Source: an optimization exercise on an open RTL-to-GDS flow (aim: small area). Production flows keep margins and buffers that such runs may drop. In this exercise RTL edits were held to simulation tests only and were not proved equivalent to the original. Power and IR drop assume default switching activity.

**design/flow/run.sh**
```bash
#!/bin/bash
# synth_recipe.tcl (not shown) runs the flow's synth.tcl, then flattens the netlist and writes it again
# the make line also repeats each setting of config.mk as NAME=value (left out here)
make -C /OpenROAD-flow-scripts/flow DESIGN_CONFIG=/design/flow/config.mk WORK_HOME=/design/flow/orfs CLKGATE_MAP_FILE= SYNTH_SCRIPT=/design/flow/synth_recipe.tcl finish
```
**design/flow/design.v**
```verilog
package counter_alarm_pkg;
  localparam int unsigned CNT_W_DEF = 64;
  localparam int unsigned CNT_W_MAX = 64;
  localparam int unsigned IDX_W     = $clog2(CNT_W_MAX);
  typedef enum logic {
    IDLE  = 1'b0,
    ARMED = 1'b1
  } slot_state_e;
  function automatic logic is_late(input logic [CNT_W_MAX-1:0] deadline,
                                   input logic [CNT_W_MAX-1:0] cnt,
                                   input int unsigned          w);
    logic [CNT_W_MAX-1:0] delta;
    delta = deadline - cnt;
    if (w < CNT_W_MAX) delta = delta & ((CNT_W_MAX'(1) << w) - CNT_W_MAX'(1));
    is_late = (delta == '0) || delta[IDX_W'(w - 1)];
  endfunction
endpackage
module rr_arbiter #(
  parameter int unsigned N = 4
) (
  input  logic         clk,
  input  logic         rst,
  input  logic [N-1:0] eligible_i,
  input  logic         accept_valid_i,
  output logic [N-1:0] grant_o
);
  localparam int unsigned PW = $clog2(N);
  logic [PW-1:0] rr_ptr_q, rr_ptr_d;
  logic [PW-1:0] gidx;
  logic          found;
  function automatic logic [PW-1:0] wrap_idx(input logic [PW-1:0] p, input int unsigned k);
    int unsigned s;
    s = 32'(p) + k;
    if (s >= N) s = s - N;
    wrap_idx = PW'(s);
  endfunction
  always_comb begin
    grant_o  = '0;
    found    = 1'b0;
    gidx     = '0;
    rr_ptr_d = rr_ptr_q;
    for (int unsigned k = 0; k < N; k++) begin
      if (!found && accept_valid_i && eligible_i[wrap_idx(rr_ptr_q, k)]) begin
        grant_o[wrap_idx(rr_ptr_q, k)] = 1'b1;
        gidx  = wrap_idx(rr_ptr_q, k);
        found = 1'b1;
      end
    end
    if (found) rr_ptr_d = (gidx == PW'(N - 1)) ? '0 : gidx + PW'(1);
  end
  always_ff @(posedge clk) begin
    if (rst) rr_ptr_q <= '0;
    else     rr_ptr_q <= rr_ptr_d;
  end
endmodule
import counter_alarm_pkg::*;
module counter_alarm_sched #(
  parameter int unsigned N_REQ = 4,
  parameter int unsigned CNT_W = counter_alarm_pkg::CNT_W_DEF
) (
  input  logic             clk,
  input  logic             rst,
  input  logic             cnt_en_i,
  input  logic             cnt_clr_i,
  input  logic             cnt_load_i,
  input  logic [CNT_W-1:0] cnt_load_val_i,
  output logic [CNT_W-1:0] cnt_o,
  input  logic [N_REQ-1:0] req_valid_i,
  input  logic [N_REQ-1:0][CNT_W-1:0] req_deadline_i,
  output logic [N_REQ-1:0] req_ready_o,
  input  logic [N_REQ-1:0] req_cancel_i,
  output logic [N_REQ-1:0] armed_o,
  output logic [N_REQ-1:0] fire_o,
  output logic [N_REQ-1:0] late_o
);
  logic [CNT_W-1:0] cnt_q, cnt_d;
  logic [N_REQ-1:0][CNT_W-1:0] dl_q, dl_d;
  logic [N_REQ-1:0] state_q, state_d;   
  logic [N_REQ-1:0] fire_q, fire_d, late_q, late_d;
  logic [N_REQ-1:0] eligible, grant, match, acc_late;
  logic [N_REQ-1:0][CNT_W-1:0] late_dl;
  always_comb begin
    cnt_d = cnt_q;
    if (cnt_clr_i)       cnt_d = '0;
    else if (cnt_load_i) cnt_d = cnt_load_val_i;
    else if (cnt_en_i)   cnt_d = cnt_q + CNT_W'(1);
  end
  always_comb begin
    eligible = '0;
    armed_o  = '0;
    for (int i = 0; i < N_REQ; i++) begin
      eligible[i] = req_valid_i[i] && (state_q[i] == IDLE);
      armed_o[i]  = (state_q[i] == ARMED);
    end
  end
  rr_arbiter #(.N(N_REQ)) u_arb (
    .clk            (clk),
    .rst            (rst),
    .eligible_i     (eligible),
    .accept_valid_i (!rst),
    .grant_o        (grant)
  );
  assign req_ready_o = grant;
  always_comb begin
    match    = '0;
    acc_late = '0;
    fire_d   = '0;
    late_d   = '0;
    for (int i = 0; i < N_REQ; i++) begin
      state_d[i]  = state_q[i];
      dl_d[i]     = dl_q[i];
      match[i]    = (state_q[i] == ARMED) && (cnt_q == dl_q[i]);
      late_dl[i]  = req_deadline_i[i] - cnt_q;
      acc_late[i] = grant[i] && ((late_dl[i] == '0) || late_dl[i][CNT_W-1]);
      case (state_q[i])
        IDLE: begin
          if (grant[i]) begin
            dl_d[i] = req_deadline_i[i];
            if (!acc_late[i]) state_d[i] = ARMED;
          end
        end
        ARMED: begin
          if (match[i] || req_cancel_i[i]) state_d[i] = IDLE;
        end
        default: state_d[i] = IDLE;
      endcase
      fire_d[i] = match[i] | acc_late[i];
      late_d[i] = acc_late[i];
    end
  end
  always_ff @(posedge clk) begin
    if (rst) begin
      cnt_q  <= '0;
      fire_q <= '0;
      late_q <= '0;
      for (int i = 0; i < N_REQ; i++) begin
        state_q[i] <= IDLE;
        dl_q[i]    <= '0;
      end
    end else begin
      cnt_q  <= cnt_d;
      fire_q <= fire_d;
      late_q <= late_d;
      for (int i = 0; i < N_REQ; i++) begin
        state_q[i] <= state_d[i];
        dl_q[i]    <= dl_d[i];
      end
    end
  end
  assign cnt_o  = cnt_q;
  assign fire_o = fire_q;
  assign late_o = late_q;
endmodule
module counter_alarm_top (
  input  logic         clk,
  input  logic         rst,
  input  logic         cnt_en_i,
  input  logic         cnt_clr_i,
  input  logic         cnt_load_i,
  input  logic [63:0]  cnt_load_val_i,
  output logic [63:0]  cnt_o,
  input  logic [7:0]   req_valid_i,
  input  logic [511:0] req_deadline_i,
  output logic [7:0]   req_ready_o,
  input  logic [7:0]   req_cancel_i,
  output logic [7:0]   armed_o,
  output logic [7:0]   fire_o,
  output logic [7:0]   late_o
);
  counter_alarm_sched #(.N_REQ(8), .CNT_W(64)) u_sched (
    .clk            (clk),
    .rst            (rst),
    .cnt_en_i       (cnt_en_i),
    .cnt_clr_i      (cnt_clr_i),
    .cnt_load_i     (cnt_load_i),
    .cnt_load_val_i (cnt_load_val_i),
    .cnt_o          (cnt_o),
    .req_valid_i    (req_valid_i),
    .req_deadline_i (req_deadline_i),
    .req_ready_o    (req_ready_o),
    .req_cancel_i   (req_cancel_i),
    .armed_o        (armed_o),
    .fire_o         (fire_o),
    .late_o         (late_o)
  );
endmodule
```
**design/flow/config.mk**
```make
export PLATFORM = sky130hd
export DESIGN_NAME = counter_alarm_top
export DESIGN_NICKNAME = counter_alarm_top
export VERILOG_FILES = /design/flow/design.v
export SDC_FILE = /design/flow/constraint.sdc
export NUM_CORES = 4
export LEC_CHECK = 0
export CAP_MARGIN = 20
export CORE_MARGIN = 2
export CORE_UTILIZATION = 25
export PLACE_DENSITY = 0.5
export SLEW_MARGIN = 20
```
**design/flow/constraint.sdc**
```tcl
create_clock -name core_clock -period 10.0 [get_ports {clk}]
set_input_delay 2.0000 -clock core_clock [delete_from_list [all_inputs] [get_ports {clk}]]
set_output_delay 2.0000 -clock core_clock [all_outputs]
set_load 0.01 [all_outputs]
```
==> flow_results.org <==
** Worst hold path
- Worst hold path type :: reg -> reg
- WHS Endpoint :: u_sched.dl_q[136]
- Number of cells traversed by the worst hold path :: 2
- In this run the most critical hold path is launched from u_sched.dl_q[136].

** Yosys
- Synthesized cell area :: about 64,000 um^2
- Yosys mapped a number of flops with a built-in enable equal to 0.
- The synthesized netlist contains 107 unique library cells.
- Seq/Total Area, Yosys :: 18.9%
- Top cell type's share of synthesized area :: 18.9%
- dfxtp_1 takes more of the synthesized area than any other cell.
- When the netlist entered floorplanning its net count stood at ~10,000.
- Summing the areas of all fa, ha and maj instances in the mapped netlist gives 10.4% of the synthesized area.
- For this run, asynchronously set or reset flops after synthesis account for 0%.
- In this run, synthesis produced a sequential element count of 603.
- Gate Count Post-Synth :: 9,076
- After Yosys synthesis, XOR and XNOR cells account for 9.93% of the synthesized area.
- The synthesized netlist devotes 26.8% of its cell area to compound gates.
- Each instance of the synthesized netlist takes up on average 7.05 um^2.
- Top cells by count, synth :: nand2_1, a21oi_1, nor2_1
- Yosys synthesis warning count :: 2
- The synthesized netlist devotes 24.8% of its cell area to simple gates.
- Leading post-synthesis cells by cell area :: dfxtp_1, ha_1, a21oi_1
- After synthesis, the largest family of logic cells by area is compound AO/OA/AOI/OAI gates.
- Share of cell area taken by muxes after synthesis :: ~4.4%
- In the post-synthesis netlist, the cell with the most instances is nand2_1.
- In the synthesized netlist the dominant register cell turns out to be dfxtp_1.

** STA
- Timing would allow up to roughly 110 MHz.
- Clock Skews :: 50.5 ps
- The final number of hold-violating endpoints came to 0.
- Headroom to the max-slew limit came out at 21.3%.
- The total count of max-transition violations in the final report was 0.
- At the pin with the least slew margin, the transition time is 1180 ps.
- For the finished layout, the period the worst path requires is 8890 ps.
- Setup violations remaining at the end of the flow were counted as 0.
- PnR worst setup slack :: 1110 ps
- Setup repair after global routing left no endpoint under its margin.
- After layout, the worst path uses about nine tenths of the clock period.
- In the final timing run, aggregate negative setup slack is 0 ps.

** Worst setup path
- Counting cells, the worst reg-to-reg path comes to 17.
- Buffers plus inverters on the worst setup path :: 3
- CP endpoint kind :: output pin
- The startpoint identified for the worst register-to-register timing path is u_sched.cnt_q[10].
- By instance count, the cell type seen most on the critical path is clkdlybuf4s50_1.
- The worst setup path is launched from an input pin.
- In this run the critical register-to-register path is captured at u_sched.state_q[6].
- Flop-to-flop setup slack :: about 2900 ps
- For this design, the slowest cell found on the critical path is clkdlybuf4s50_1.
- For the worst setup path, the data required time is 8000 ps.
- For the worst setup path, the data arrival time is 6890 ps.
- Among cell families on the critical path, the largest total delay comes from simple AND/OR/NAND/NOR gates.
- The setup path with the least slack is of type in -> out.
- The largest single stage delay on the critical path is 890 ps.
- Top fanout value on the critical path :: 9
- Cell chain of the critical path :: clkdlybuf4s50_1, nor2b_1, mux4_2, a21oi_1, and2b_1, or3b_1, or3_1, o21ai_1, a22oi_1, and3_1, inv_1, clkdlybuf4s50_1

** Run
- Max capacitance violation total :: 0

** Global route
- Entering global routing, the biggest net connects 162 pins.
- Across every metal layer, demand over resource in global routing totals 32.9%.
- The initial antenna violation count was 63.
- Total congestion overflow after global routing :: 0
- First-pass GRT wire length :: 594 mm
- Vias in the first global route :: between 70,000 and 80,000

** Power and ir drop
- Power density relative to cell area :: 173 nW/um^2
- Worst ir drop on vdd :: 163 uV
- The analysis attributes to cell leakage a power of 28.2 nW.

** CTS
- For the worst-skew pair, the clock arrives at the later sink with an insertion delay of between 700 and 800 ps.
- Gates resized during post-CTS repair numbered 0.
- Clock tree from TritonCTS :: done
- The clock tree synthesis step divided the H-tree into 3 levels.
- Number of hold-repair buffers added at the cts stage :: 0
- Register clock-pin slew on the reported worst setup and hold paths :: 60 ps
- Buffers inserted by post-CTS timing repair :: 0
- Clock root cell :: clkbuf_16
- Sink count of the clock tree :: approximately 600
- The clock passes through at most 3 buffers.
- Num CTS Buffers :: 77

** Routing
- After detailed routing, the total wire length is 449 mm.
- The detail route stage leaves a number of antenna-violating nets equal to 0.
- Mean number of vias per cell :: 5.98
- Count of vias placed by the detailed router :: 77,579
- After the first detailed-routing iteration, the DRC count stood at around 11,000.
- For this run, the detailed router's first-pass iteration total came to 8.
- In the routed design, unresolved DRC markers number 0.
- Wire length per cell after detailed routing :: 34.6 um

** Place
- Placement-stage worst setup slack :: 1300 ps
- Routability-driven placement finished with a final weighted congestion of 1.05.
- Buffers added on ports :: 692
- Detailed placement ended at an HPWL of 353 mm.

** Die
- The initial utilization of the core area, before any placement, comes to 25.2%.
- Count of boundary I/O pins :: 693
- Area of the die :: 260,000 um^2
- The region available for standard cell placement spans 254,000 um^2.
- Site row count :: 185
- The die is 510 um tall.
- In this run the horizontal extent of the chip is 510 um.

** Run status
- The flow ran to the end and the layout has no timing, DRC or antenna violations.

** Layout
- The final layout contains 10,634 nets.
- Relative to the synthesized area, the layout overhead comes to 20.6%.
- Fraction of layout cells with a size suffix above 1 :: around 5.4%
-- power breakdown --
group | internal, W | switching (W) | total, W
combinational | 0.00250 | 0.00423 | 0.00673
sequential | 0.00303 | 0.000586 | 0.00361
clock | 0.00168 | 0.00132 | 0.00300
total | 0.00721 | 0.00614 | 0.0133
-- flip-flops by register name (all words and copies together) (netlist names) --
| signal | flops |
|---|---|
| u_sched.cnt_q | 64 |
| u_sched.dl_q | 512 |
| u_sched.fire_q | 8 |
| u_sched.late_q | 8 |
| u_sched.state_q | 8 |
| u_sched.u_arb.rr_ptr_q | 3 |
-- logic make-up after synthesis --
family,count (synthesis)
compound gates,2756
xor+xnor,725
fa+ha+maj,527
buf+inv,757
flops,603
mux,264
simple gates,3444
-- cells in the final DEF, fill, tap and decap left out, drive strengths merged, types with 34 or more instances in the layout --
cell / n
clkdlybuf4s50: 690
a211oi: 73
nand4: 292
inv: 249
o22ai: 77
nor2: 856
buf: 175
nor2b: 59
o31ai: 35
o21bai: 76
nor3: 154
diode: 48
a21o: 155
xnor2: 382
o211ai: 74
and2: 43
nand2b: 75
or2: 34
a31oi: 88
xor2: 343
dfxtp: 603
or4: 34
o21a: 103
a221oi: 57
a21oi: 1127
o2111ai: 40
mux2i: 239
nor4: 161
nand3: 175
clkbuf: 104
nand2: 1346
o21ai: 493
and3: 80
ha: 519
or3: 45
-- how the worst max path moves through the flow --
| stage | startpoint | endpoint | cells past startpoint |
|---|---|---|---|
| after detailed placement | req_valid_i[3] | req_ready_o[6] | 12 |
| final | req_valid_i[3] | req_ready_o[6] | 12 |
| after global placement | req_valid_i[1] | req_ready_o[6] | 12 |
| after CTS | req_valid_i[3] | req_ready_o[6] | 12 |
| after global routing | req_valid_i[3] | req_ready_o[6] | 12 |
| after floorplan | req_valid_i[4] | req_ready_o[6] | 10 |
-- metrics by stage --
| step | area, um^2 | hold slack [ps] | cells | util [%] | power, W |
|---|---|---|---|---|---|
| floorplan | 64000 | 436 | 9076 | - | 0.00774 |
| global placement | 74400 | 445 | 12796 | 29.3 | 0.0101 |
| detailed placement | 74400 | 448 | 12796 | 29.3 | 0.0102 |
| CTS | 77000 | 456 | 12933 | 30.3 | 0.0132 |
| global route | 77100 | 480 | 12961 | 30.3 | 0.0139 |
| finish | 77100 | 455 | 12982 | 30.3 | 0.0133 |
-- tightest hold or removal path, stage by stage (launching register included) --
cell and delay, ps:
dfxtp_1 310, nand2_1 50, a21oi_1 50
-- area by class of cell --
cell class              instances  area, um^2
diodes                         48         120
clock buffers                 104        2150
clock inverters                33         432
fillers                     27648      177000
inverters                     247         927
multi-input cells            7716       48900
flip-flops and latches        603       12100
well taps                    3366        4210
repair buffers                865        8270
-- metal layers --
metal	vias to the layer above	routed length, um	GRT usage, %
li1	33993	-	-
met1	37520	179000	41.7
met2	4899	185000	48.1
met3	1147	44500	7.25
met4	20	40000	25.3
met5	-	126	0

==> port drivers added, routing unchanged <==
In the flow no input, the clock included, has a driving cell. The finished layout below was timed again as built, in two steps.
Step 1: set_driving_cell puts a clkbuf_16 on clk and a buf_2 on each other input, an assumption about the parent block.
Step 2 moves the port delays by t, midway between the first and last clock arrival at a register: inputs arrive t later, outputs are due t later. That takes back most of the time a late clock gives input paths.
Three values: no drivers, after step 1, after step 2; two values: the first two.
t, ns: 0.809
slack for setup (ns): 1.109 / 1.060 / 1.060
worst register clock-pin slew, ns: 0.08 / 0.08
After both steps setup and hold are still met in this run. For this run, drivers alone change the setup slack by -0.049 ns; drivers and shift together by -0.049 ns.
